What follows belongs to an exercise in optimizing a design on an open flow for small area, a short achievable clock period and few clock cycles per item; a production flow would make more cautious choices.
RTL that was checked went through simulation tests only; none was proved equivalent to the original.
Power figures rest on the tool's default switching activity, not on a simulated workload.

==> flow/design.v (excerpt) <==
module softmax_normalizer
#(
    parameter int unsigned N             = 32,
    parameter int unsigned IN_BIT_WIDTH  = 16,
    parameter int unsigned SUM_BIT_WIDTH = 32,
    parameter int unsigned RECIP_W       = 32,
    parameter int unsigned OUT_BIT_WIDTH = 16
) (
    input  logic                        i_clk,
    input  logic                        i_rst_n,
    input  logic                        i_vec_valid,
    output logic                        o_vec_ready,
    input  logic [IN_BIT_WIDTH*N-1:0]   i_data,
    input  logic                        i_sum_valid,
    input  logic [SUM_BIT_WIDTH-1:0]    i_sum,
    output logic                        o_valid,
    input  logic                        i_ready,
    output logic [OUT_BIT_WIDTH-1:0]    o_prob,
    output logic [$clog2(N)-1:0]        o_idx,
    output logic                        o_last,
    output logic                        o_busy,
    output logic                        o_recip_sat
);
Size in the first run: ~3000 cells after synthesis, about 820 flip-flops, roughly 0.039 mm2 of cells after synthesis.
Settings: LEC_CHECK=0, ABC_CLOCK_PERIOD_IN_PS=3000, CAP_MARGIN=20, CELL_PAD_IN_SITES_DETAIL_PLACEMENT=1, CORE_MARGIN=2, CORE_UTILIZATION=40, CTS_BUF_LIST=sky130_fd_sc_hd__clkbuf_16, CTS_CLUSTER_DIAMETER=80, CTS_CLUSTER_SIZE=20, PLACE_DENSITY=0.45, SLEW_MARGIN=20; clock period 11.0 ns.
standard.sh (not shown) runs the stock make flow with config.mk's settings and CLKGATE_MAP_FILE= SYNTH_SCRIPT=/design/flow/synth_recipe.tcl, a recipe that flattens the netlist after the stock synthesis.
==> flow/flow/run.sh <==
#!/bin/bash
# The standard layout (the standard.sh, standard synthesis unchanged), with
#  - every input and output port buffered by the smallest buffer (buf_1)
#    instead of the tool's default pick; the resizer still upsizes any port
#    buffer that needs more drive;
#  - repair_timing asked for a setup margin of 7.5 ns, so that it keeps
#    sizing and buffering paths until they are 7.5 ns inside the 11 ns clock.
# The SDC (clock period, I/O delays, loads) is the standard flow's, unchanged.
set -euo pipefail
export BUFFER_PORTS_ARGS="-buffer_cell sky130_fd_sc_hd__buf_1"
export SETUP_SLACK_MARGIN=7.5
bash standard.sh > make.log 2>&1
Testbench counts at the start, summed over its fixed seeds: cycles 12,456, vectors 384.
Rerun with:
--- a/flow/design.v
+++ b/flow/design.v
@@ -116,14 +116,13 @@
     logic [IN_BIT_WIDTH-1:0] xb_q [N];
     localparam int unsigned NG = 4;         
     localparam int unsigned GS = N / NG;
     logic [NG-1:0]           gfull_q;       
     logic                    full_q;        
     logic                    xb_new_q;      
-    logic [GS-1:0]           rdl_q;         
-    logic [NG-1:0]           rdg_q;         
+    logic [IDX_W-1:0]        rd_q;          
     logic                    vready_q;      
     logic                    full_d, sk_v_d;
     logic                    accept;
     logic [7:0]              xa1_q;         
     logic [6:0]              xa2_q, xa3_q;
     logic                    xa_v_q;
@@ -189,26 +188,18 @@
         xa_free   = ~xa_v_q | xa_go;
         rd_go     = full_q & xa_free;
         byp_go    = accept;
         new0      = accept;
         r_load    = div_ready & (~full_q | xb_new_q) & (xa_free | xa_wait_q);
         has_r     = ~abort & (r_next_q | r_load);
-        full_d    = accept | (full_q & ~(rd_go & rdg_q[NG-1] & rdl_q[GS-1]));
+        full_d    = accept | (full_q & ~(rd_go & (rd_q == IDX_W'(N - 1))));
         sk_v_d    = push ? (out_v_q & (~i_ready | sk_v_q)) : (sk_v_q & ~i_ready);
         xfer      = out_v_q & i_ready;
         xfer_last = xfer & last_q;
         out_take  = ~out_v_q | i_ready;
-        rd_data = '0;
-        for (int g = 0; g < int'(NG); g++) begin
-            logic [IN_BIT_WIDTH-1:0] gd;
-            gd = '0;
-            for (int l = 0; l < int'(GS); l++)
-                if (g*GS + l > 0)
-                    gd = gd | (xb_q[g*GS + l] & {IN_BIT_WIDTH{rdl_q[l]}});
-            rd_data = rd_data | (gd & {IN_BIT_WIDTH{rdg_q[g]}});
-        end
+        rd_data = xb_q[rd_q];
         xa_raw  = full_q ? rd_data : i_data[IN_BIT_WIDTH-1:0];
         for (int i = 0; i < 7; i++) begin
             xa1_d[i] = ~xa_raw[15] &  xa_raw[2*i] & ~xa_raw[2*i+1];
             xa2_d[i] = ~xa_raw[15] & ~xa_raw[2*i] &  xa_raw[2*i+1];
             xa3_d[i] = ~xa_raw[15] &  xa_raw[2*i] &  xa_raw[2*i+1];
         end
@@ -258,20 +249,16 @@
             sk_rs_q   <= cs_rs_q;
         end
         if (out_take) begin
             prob_q   <= sk_v_q ? sk_prob_q : prob_n;
             out_rs_q <= sk_v_q ? sk_rs_q : cs_rs_q;
         end
-        if (~full_q) begin
-            rdl_q <= GS'(2);
-            rdg_q <= NG'(1);
-        end else if (rd_go) begin
-            rdl_q <= {rdl_q[GS-2:0], rdl_q[GS-1]};
-            if (rdl_q[GS-1])
-                rdg_q <= {rdg_q[NG-2:0], rdg_q[NG-1]};
-        end
+        if (~full_q)
+            rd_q <= IDX_W'(1);
+        else if (rd_go)
+            rd_q <= rd_q + 1'b1;
     end
     always_ff @(posedge i_clk or negedge i_rst_n) begin
         if (!i_rst_n) begin
             full_q    <= 1'b0;
             gfull_q   <= '0;
             vready_q  <= 1'b1;
@@ -292,13 +279,13 @@
             full_q   <= full_d;
             vready_q <= ~full_d & ~sk_v_d;
             if (accept) begin
                 gfull_q  <= '1;
             end else if (rd_go) begin
                 for (int g = 0; g < int'(NG); g++)
-                    if (rdg_q[g] && rdl_q[GS-1])
+                    if (rd_q == IDX_W'(g*GS + GS - 1))
                         gfull_q[g] <= 1'b0;
             end
             if (accept)
                 xb_new_q <= ~has_r;
             else if (r_load)
                 xb_new_q <= 1'b0;
Result: The changed run passed the timing, design-rule and antenna checks; cell count goes up by 0.83%; worst setup slack stays flat; clock-buffer cell count climbs by 1; flip-flop and latch count came out lower by 7; sequential power climbs by 58%.
No functional check of the RTL was part of the second run of this note.

Another version of the RTL of softmax_normalizer (not shown whole).
Size in the first run: ~2,900 cells after synthesis, roughly 820 flip-flops, ~0.038 mm² of cells after synthesis.
Design softmax_normalizer, start of the top module:
module softmax_normalizer
#(
    parameter int unsigned N             = 32,
    parameter int unsigned IN_BIT_WIDTH  = 16,
    parameter int unsigned SUM_BIT_WIDTH = 32,
    parameter int unsigned RECIP_W       = 32,
    parameter int unsigned OUT_BIT_WIDTH = 16
) (
    input  logic                        i_clk,
    input  logic                        i_rst_n,
    input  logic                        i_vec_valid,
    output logic                        o_vec_ready,
    input  logic [IN_BIT_WIDTH*N-1:0]   i_data,
    input  logic                        i_sum_valid,
    input  logic [SUM_BIT_WIDTH-1:0]    i_sum,
    output logic                        o_valid,
    input  logic                        i_ready,
    output logic [OUT_BIT_WIDTH-1:0]    o_prob,
    output logic [$clog2(N)-1:0]        o_idx,
    output logic                        o_last,
    output logic                        o_busy,
    output logic                        o_recip_sat
);
    localparam int unsigned IDX_W = $clog2(N);
    logic [IN_BIT_WIDTH-1:0] xb_q [N];
    localparam int unsigned NG = 4;         
  ...
clock: 11.0 ns
lec_check: 0
abc_clock_period_in_ps: 3000
cap_margin: 20
cell_pad_in_sites_detail_placement: 1
core_margin: 2
core_utilization: 40
cts_buf_list: sky130_fd_sc_hd__clkbuf_16
cts_cluster_diameter: 80
cts_cluster_size: 20
place_density: 0.45
slew_margin: 20
Scripts as last shown in full above: flow/flow/run.sh
The starting point completed without violations.
==> next run, changes <==
--- a/flow/design.v
+++ b/flow/design.v
@@ -118,15 +118,14 @@
     localparam int unsigned GS = N / NG;
     logic [NG-1:0]           gfull_q;       
     logic                    full_q;        
     logic                    xb_new_q;      
     logic [GS-1:0]           rdl_q;         
     logic [NG-1:0]           rdg_q;         
     logic                    vbusy_q;       
-    logic                    vready_q;      
     logic                    full_d, sk_v_d;
     logic                    accept;
     logic [7:0]              xa1_q;         
     logic [6:0]              xa2_q, xa3_q;
     logic                    xa_v_q;
     logic                    xa_wait_q;     
     logic [28:0]             cs0_q, cs1_q;
@@ -158,15 +157,15 @@
     logic                    offer_q;       
     logic                    pend_q;        
     logic                    sum_offer, sum_later, abort;
     logic                    div_start, div_free, div_ready;
     logic [RECIP_W-1:0]      div_recip;
     logic                    div_sat;
     assign accept      = i_vec_valid & ~vbusy_q;
-    assign o_vec_ready = vready_q;
+    assign o_vec_ready = ~vbusy_q;
     assign sum_offer = i_vec_valid & i_sum_valid & ~offer_q;
     assign sum_later = pend_q & i_sum_valid;
     assign div_start = div_free & (sum_offer | sum_later);
     assign abort     = accept & offer_q & ~i_sum_valid;
     recip_divider #(
         .SUM_W   (SUM_BIT_WIDTH),
         .RECIP_W (RECIP_W)
@@ -271,16 +270,15 @@
                 rdg_q <= {rdg_q[NG-2:0], rdg_q[NG-1]};
         end
     end
     always_ff @(posedge i_clk or negedge i_rst_n) begin
         if (!i_rst_n) begin
             full_q    <= 1'b0;
             gfull_q   <= '0;
-            vbusy_q   <= 1'b1;
-            vready_q  <= 1'b0;
+            vbusy_q   <= 1'b0;
             xb_new_q  <= 1'b0;
             xa_v_q    <= 1'b0;
             xa_wait_q <= 1'b0;
             r_next_q  <= 1'b0;
             cs_v_q    <= 1'b0;
             out_v_q   <= 1'b0;
             sk_v_q    <= 1'b0;
@@ -289,15 +287,14 @@
             nvec_q    <= '0;
             busy_q    <= 1'b0;
             offer_q   <= 1'b0;
             pend_q    <= 1'b0;
         end else begin
             full_q   <= full_d;
             vbusy_q  <= full_d | sk_v_d;
-            vready_q <= ~full_d & ~sk_v_d;
             if (accept) begin
                 gfull_q  <= '1;
             end else if (rd_go) begin
                 for (int g = 0; g < int'(NG); g++)
                     if (rdg_q[g] && rdl_q[GS-1])
                         gfull_q[g] <= 1'b0;
             end
Outcome: Area after synthesis increases by 0.53%. Routed wire length is higher by 2.5%. Critical path depth increases by 1. Setup slack gets better by 0.0058 ns. Global-route usage rose by 0.99 points. Clock skew goes down by 0.0099 ns. Clock-buffer cell count stays the same. Hold slack gets worse by 0.0072 ns. Design area increases by 0.42%. Via count is higher by 1.3%.
Testbench counts after the change, summed over its fixed seeds: cycles 12,456, vectors 384.
The RTL of the first run of this note was laid out without a check of its function.

re-timing with driven ports:
How much do the figures lean on ideal ports? The routed layouts below were timed once more, with nothing changed but the port constraints. Step 1 assumes that a clkbuf_16 drives the clock port and a buf_2 every other input. Step 2 moves the port delays by t, midway between the first and last clock arrival at a register: inputs arrive t later, outputs are due t later. That takes back most of the time a late clock gives input paths. Three values: ideal ports, drivers, drivers and shift; two values: the first two.
| run | t, ns | slack for setup (ns) | worst register clock-pin slew, ns | worst data-port slew with drivers (ns) |
|---|---|---|---|---|
| the first run of note 1 | 0.724 | 7.459 / 7.390 / 7.331 | 0.09 / 0.09 | 0.23 |
| the second run of note 1 | 0.726 | 7.460 / 7.388 / 7.134 | 0.10 / 0.10 | 0.16 |
| the first run of note 2 | 0.728 | 7.473 / 7.404 / 7.252 | 0.09 / 0.09 | 0.17 |
| the second run of note 2 | 0.728 | 7.478 / 7.410 / 7.060 | 0.09 / 0.09 | 0.16 |
After both steps setup and hold are still met in every run listed. The setup slack of the second run of note 2, which loses most, moves by -0.068 ns with the drivers and by -0.418 ns with both steps.
